This design comes from an exercise in tuning for small area and a short achievable clock period on the open sky130 flow, not from production work.
Function was checked by simulation only, so behaviour that the tests miss may differ from the original.
No activity file was given, so power comes from the tool's default toggle rates.

== run A ==
Design book_top, start of the top module:
module book_top #(
  parameter int ENTRIES_N = book_cfg_pkg::DEF_ENTRIES_N,
  parameter bit IS_BID = book_cfg_pkg::DEF_IS_BID
) (
  input  logic                     i_clk,
  input  logic                     i_rst_n,
  input  logic                     i_cmd_vld,
  input  book_types_pkg::cmd_t                     i_cmd,
  input  book_types_pkg::key_t                     i_key,
  input  book_types_pkg::volume_t                  i_volume,
  output logic [ENTRIES_N-1:0]     o_vld,
  output book_types_pkg::key_t [ENTRIES_N-1:0]     o_keys,
  output book_types_pkg::volume_t [ENTRIES_N-1:0]  o_volumes,
  output book_types_pkg::listsize_t                o_listsize,
  output logic                     o_notify_vld,
  output book_types_pkg::key_t                     o_notify_key,
  output book_types_pkg::volume_t                  o_notify_volume
);
export LEC_CHECK = 0
export CAP_MARGIN = 20
export CORE_MARGIN = 2
export CORE_UTILIZATION = 40
export CTS_BUF_LIST = sky130_fd_sc_hd__clkbuf_8
export CTS_CLUSTER_DIAMETER = 50
export CTS_CLUSTER_SIZE = 16
export GPL_ROUTABILITY_DRIVEN = 0
export SETUP_SLACK_MARGIN = 2.0
export SLEW_MARGIN = 20
export SYNTH_HIERARCHICAL = 1
export TNS_END_PERCENT = 10
create_clock -name core_clock -period 5.5 [get_ports {i_clk}]
standard.sh (not shown) runs the stock make flow with config.mk's settings and CLKGATE_MAP_FILE= SYNTH_SCRIPT=/design/flow/synth_recipe.tcl, a recipe that flattens the netlist after the stock synthesis.
==> flow/flow/run.sh <==
#!/bin/bash
# Standard layout, with the smallest buffer on every input and output port
set -e
export BUFFER_PORTS_ARGS="-buffer_cell sky130_fd_sc_hd__buf_1"
bash standard.sh > standard.log 2>&1
Input-level comparison between run B and run A:
- changing TNS_END_PERCENT from 10 to 25
- removing GPL_ROUTABILITY_DRIVEN (formerly 0)
### Flow results
Looking at run A and run B, the clock sink count is a wash. When the final numbers for run A and run B were put side by side, the worst setup slack turned out to be greater in run B. Run B vs. run A: cell depth of the worst flop-to-flop path went up 1; final count of negative-setup-slack endpoints held. [compare] base=run A new=run B: routed wire length went up by 3.5 mm, slew at the pin closest to its max-slew limit went up by 22 ps. Comparing run A and run B, the higher via total after detailed routing is on run B. Summary of the comparison: end-of-flow core utilization is higher in run B, relative to run A. Cell area came out higher on run B than on run A. o_listsize[1] as the endpoint of the most critical setup path was reported by run B, and o_listsize[2] by run A. The lower global routing usage on met2 came out of run A. Run B has completed all stages; timing, DRC and antenna checks passed.
Relative to run B, the following input files were edited for run C:
- swapping 2.0 for 2.3 in SETUP_SLACK_MARGIN
- swapping 25 for 10 in TNS_END_PERCENT
### Flow results
- Status | run B and run C | clean
- Number of clock buffers in the layout: run C lower than run B
- Relative to run B, met1 track utilization from global routing decreased by 0.54 points in run C.
- Between run C and run B, it is run C whose combinational cell fraction of total power is higher, by 0.2 points.


Another version of the RTL of book_top (not shown whole).
Size: ~3600 cells after synthesis, about 600 I/O pins, about 0.029 mm² of cells after synthesis.
==> flow/config.mk <==
export PLATFORM = sky130hd
export DESIGN_NAME = book_top
export DESIGN_NICKNAME = book_top
export VERILOG_FILES = /design/flow/design.v
export SDC_FILE = /design/flow/constraint.sdc
export NUM_CORES = 4
export LEC_CHECK = 0
export CAP_MARGIN = 20
export CORE_MARGIN = 2
export CORE_UTILIZATION = 40
export SETUP_SLACK_MARGIN = 2.5
export SLEW_MARGIN = 20
export SYNTH_HIERARCHICAL = 1
export TNS_END_PERCENT = 10
==> flow/constraint.sdc <==
create_clock -name core_clock -period 5.5 [get_ports {i_clk}]
set_input_delay 1.1000 -clock core_clock [delete_from_list [all_inputs] [get_ports {i_clk}]]
set_output_delay 1.1000 -clock core_clock [all_outputs]
set_load 0.01 [all_outputs]
Scripts as last shown in full above: flow/flow/run.sh
==> next run, changes <==
Settings changed: CORE_UTILIZATION 40 to 55, CTS_BUF_LIST set to sky130_fd_sc_hd__clkbuf_8, CTS_CLUSTER_SIZE set to 20, SETUP_SLACK_MARGIN 2.5 to 2.0, TNS_END_PERCENT 10 to not set.
What happened: The changed run went through all stages and came out clean. Wire length goes down by 17%. Power falls by 9.3%. Clock-buffer cell count grows by 24. Setup slack is worse by 130 ps. Synthesized area stays the same. Fmax came out lower by 3.6%.

-- re-timing with driven ports --
No port has a modelled driver above. Below, the same layouts with a new extraction and two added sets of constraints. Step 1 (the two cells are an assumption about what drives the block):
set clk [get_ports {i_clk}]
set_driving_cell -lib_cell sky130_fd_sc_hd__clkbuf_16 $clk
set_driving_cell -lib_cell sky130_fd_sc_hd__buf_2 [delete_from_list [all_inputs] $clk]
Step 2 adds t to the input delays and takes it off the output delays; t is the mean of the earliest and latest rising clock arrival at the registers after step 1. Input paths then give back, and output paths get back, about the clock's delay inside the block. Slacks: ideal ports / drivers / drivers and shift; pairs: ideal ports / drivers.
| run | shift t [ns] | setup slack, ns | worst register clock-pin slew, ns | pins driven straight from the clock port |
|---|---|---|---|---|
| run A | 0.776 | 1.909 / 1.841 / 1.262 | 0.10 / 0.10 | 1 |
| run B | 0.742 | 1.963 / 1.898 / 1.331 | 0.10 / 0.10 | 1 |
| run C | 0.769 | 2.014 / 1.942 / 1.467 | 0.10 / 0.10 | 1 |
| the first run of note 2 | 0.675 | 2.081 / 2.016 / 1.407 | 0.07 / 0.07 | 1 |
| the second run of note 2 | 0.772 | 1.953 / 1.987 / 1.218 | 0.07 / 0.07 | 1 |
After both steps setup and hold are still met in every run listed. The setup slack of the second run of note 2, which loses most, moves by +0.034 ns with the drivers and by -0.735 ns with both steps.
